Background: an optimization exercise with open tools, aiming at small area, a short achievable clock period and few clock cycles per item. Do not read the settings as production practice.
In this exercise RTL edits were held to simulation tests only and were not proved equivalent to the original.

try-sierra:
// exp_taylor_seq
module exp_taylor_seq (
  input  logic        clk,
  input  logic        rst_n,
  input  logic        in_valid,
  output logic        in_ready,
  input  logic [31:0] in_data,
  output logic        out_valid,
  input  logic        out_ready,
  output logic [31:0] out_data
);
Size in the first run: about 70 I/O pins, about 45000 sq um of cells after synthesis.
clock: 11.0 ns
lec_check: 0
cap_margin: 20
core_margin: 2
core_utilization: 55
cts_buf_list: sky130_fd_sc_hd__clkbuf_8
cts_cluster_size: 20
slew_margin: 20
standard.sh (not shown) runs the stock make flow with config.mk's settings and CLKGATE_MAP_FILE= SYNTH_SCRIPT=/design/flow/synth_recipe.tcl, a recipe that flattens the netlist after the stock synthesis.
==> flow/flow/run.sh <==
#!/bin/bash
set -euo pipefail
MARGIN=$(cat flow/margin.txt)
R=$PWD/orfs/results/$FLOW_PLATFORM/exp_taylor_seq/base
bash standard.sh "$R/1_2_yosys.v" > flow_synth.log 2>&1
python3 flow/polar.py "$R/1_2_yosys.v" > flow_polar.log 2>&1
bash standard.sh SETUP_SLACK_MARGIN=$MARGIN finish > flow_make.log 2>&1
Other scripts of this flow, unchanged in this note and not shown: flow/flow/margin.txt, flow/flow/polar.py
Testbench counts of try-sierra, summed over its fixed seeds: cycles 6,120, items 320.
### try-sierra -> try-yarrow
diff --git a/flow/design.v b/flow/design.v
--- a/flow/design.v
+++ b/flow/design.v
@@ -2800,13 +2800,13 @@
   assign bkg30 = (rr0_q[46] & rr1_q[46]);
   assign bkp30 = (rr0_q[46] ^ rr1_q[46]);
   logic bkg31, bkp31;
   assign bkg31 = (rr0_q[47] & rr1_q[47]);
   assign bkp31 = (rr0_q[47] ^ rr1_q[47]);
   logic bkg0c;
-  assign bkg0c = bkg0 | (bkp0 & rlo_q);
+  assign bkg0c = bkg0;
   logic bkG1, bkP1;
   assign bkG1 = bkg1 | (bkp1 & bkg0c);
   assign bkP1 = bkp1 & bkp0;
   logic bkG2, bkP2;
   assign bkG2 = bkg3 | (bkp3 & bkg2);
   assign bkP2 = bkp3 & bkp2;
@@ -2972,13 +2972,13 @@
   logic bkG56, bkP56;
   assign bkG56 = bkg28 | (bkp28 & bkG35);
   assign bkP56 = bkp28 & bkP35;
   logic bkG57, bkP57;
   assign bkG57 = bkg30 | (bkp30 & bkG42);
   assign bkP57 = bkp30 & bkP42;
-  assign rsum = {(bkp31 ^ bkG57), (bkp30 ^ bkG42), (bkp29 ^ bkG56), (bkp28 ^ bkG35), (bkp27 ^ bkG55), (bkp26 ^ bkG41), (bkp25 ^ bkG54), (bkp24 ^ bkG32), (bkp23 ^ bkG53), (bkp22 ^ bkG40), (bkp21 ^ bkG52), (bkp20 ^ bkG34), (bkp19 ^ bkG51), (bkp18 ^ bkG39), (bkp17 ^ bkG50), (bkp16 ^ bkG29), (bkp15 ^ bkG49), (bkp14 ^ bkG38), (bkp13 ^ bkG48), (bkp12 ^ bkG33), (bkp11 ^ bkG47), (bkp10 ^ bkG37), (bkp9 ^ bkG46), (bkp8 ^ bkG25), (bkp7 ^ bkG45), (bkp6 ^ bkG36), (bkp5 ^ bkG44), (bkp4 ^ bkG17), (bkp3 ^ bkG43), (bkp2 ^ bkG1), (bkp1 ^ bkg0c), (bkp0 ^ rlo_q), 16'd0};
+  assign rsum = {(bkp31 ^ (bkG57 | (bkP57 & rlo_q))), (bkp30 ^ (bkG42 | (bkP42 & rlo_q))), (bkp29 ^ (bkG56 | (bkP56 & rlo_q))), (bkp28 ^ (bkG35 | (bkP35 & rlo_q))), (bkp27 ^ (bkG55 | (bkP55 & rlo_q))), (bkp26 ^ (bkG41 | (bkP41 & rlo_q))), (bkp25 ^ (bkG54 | (bkP54 & rlo_q))), (bkp24 ^ (bkG32 | (bkP32 & rlo_q))), (bkp23 ^ (bkG53 | (bkP53 & rlo_q))), (bkp22 ^ (bkG40 | (bkP40 & rlo_q))), (bkp21 ^ (bkG52 | (bkP52 & rlo_q))), (bkp20 ^ (bkG34 | (bkP34 & rlo_q))), (bkp19 ^ (bkG51 | (bkP51 & rlo_q))), (bkp18 ^ (bkG39 | (bkP39 & rlo_q))), (bkp17 ^ (bkG50 | (bkP50 & rlo_q))), (bkp16 ^ (bkG29 | (bkP29 & rlo_q))), (bkp15 ^ (bkG49 | (bkP49 & rlo_q))), (bkp14 ^ (bkG38 | (bkP38 & rlo_q))), (bkp13 ^ (bkG48 | (bkP48 & rlo_q))), (bkp12 ^ (bkG33 | (bkP33 & rlo_q))), (bkp11 ^ (bkG47 | (bkP47 & rlo_q))), (bkp10 ^ (bkG37 | (bkP37 & rlo_q))), (bkp9 ^ (bkG46 | (bkP46 & rlo_q))), (bkp8 ^ (bkG25 | (bkP25 & rlo_q))), (bkp7 ^ (bkG45 | (bkP45 & rlo_q))), (bkp6 ^ (bkG36 | (bkP36 & rlo_q))), (bkp5 ^ (bkG44 | (bkP44 & rlo_q))), (bkp4 ^ (bkG17 | (bkP17 & rlo_q))), (bkp3 ^ (bkG43 | (bkP43 & rlo_q))), (bkp2 ^ (bkG1 | (bkP1 & rlo_q))), (bkp1 ^ (bkg0c | (bkp0 & rlo_q))), (bkp0 ^ rlo_q), 16'd0};
   assign zpp735 = ((z_one[0] & y2[0]) ^ z_neg[0]);
   assign zpp736 = (((z_one[0] & y2[1]) | (z_two[0] & y2[0])) ^ z_neg[0]);
   assign zpp737 = (((z_one[0] & y2[2]) | (z_two[0] & y2[1])) ^ z_neg[0]);
   assign zpp738 = (((z_one[0] & y2[3]) | (z_two[0] & y2[2])) ^ z_neg[0]);
   assign zpp739 = (((z_one[0] & y2[4]) | (z_two[0] & y2[3])) ^ z_neg[0]);
   assign zpp740 = (((z_one[0] & y2[5]) | (z_two[0] & y2[4])) ^ z_neg[0]);
Results
Compared try-yarrow vs try-sierra, and global-route usage is up in try-yarrow. Changes observed in try-yarrow relative to try-sierra: final design area excluding fillers went up by 1.0%, final wirelength went up by 4.1%. Summary of try-yarrow over try-sierra: worst slack at placement rose 390 ps; minimum hold slack fell 16 ps. try-yarrow vs try-sierra: non-clock buffer count down by a few percent. Between try-sierra and try-yarrow, signed area change from the synthesized netlist to the final layout increased. In try-yarrow, slew at the pin closest to its max-slew limit is lower than in try-sierra. For try-sierra and try-yarrow, there was not a single run that failed to finish clean. Final cycle utilization of the critical path, try-sierra and try-yarrow, higher one = try-sierra. In the reports for try-sierra and try-yarrow, the larger violation count after the first detailed-routing iteration belongs to try-yarrow.
Testbench counts of try-yarrow, summed over its fixed seeds: cycles 6,120, items 320.

## port drivers added, routing unchanged
In the flow no input, the clock included, has a driving cell. The finished layouts below were timed again as built, in two steps. Step 1 sets driving cells, clkbuf_16 on the clock port and buf_2 on the other inputs (assumed; they add their load-dependent delay and slew). Step 2 moves the port delays by t, midway between the first and last clock arrival at a register: inputs arrive t later, outputs are due t later. That takes back most of the time a late clock gives input paths. Slacks: ideal ports / drivers / drivers and shift; pairs: ideal ports / drivers.
run	t, ns	setup WS [ns]	worst setup path after step 2	pins driven straight from the clock port
try-sierra	0.792	7.060 / 7.060 / 7.060	register to register	1
try-yarrow	0.821	7.283 / 7.283 / 7.283	register to register	1
After both steps every run listed still meets setup and hold.
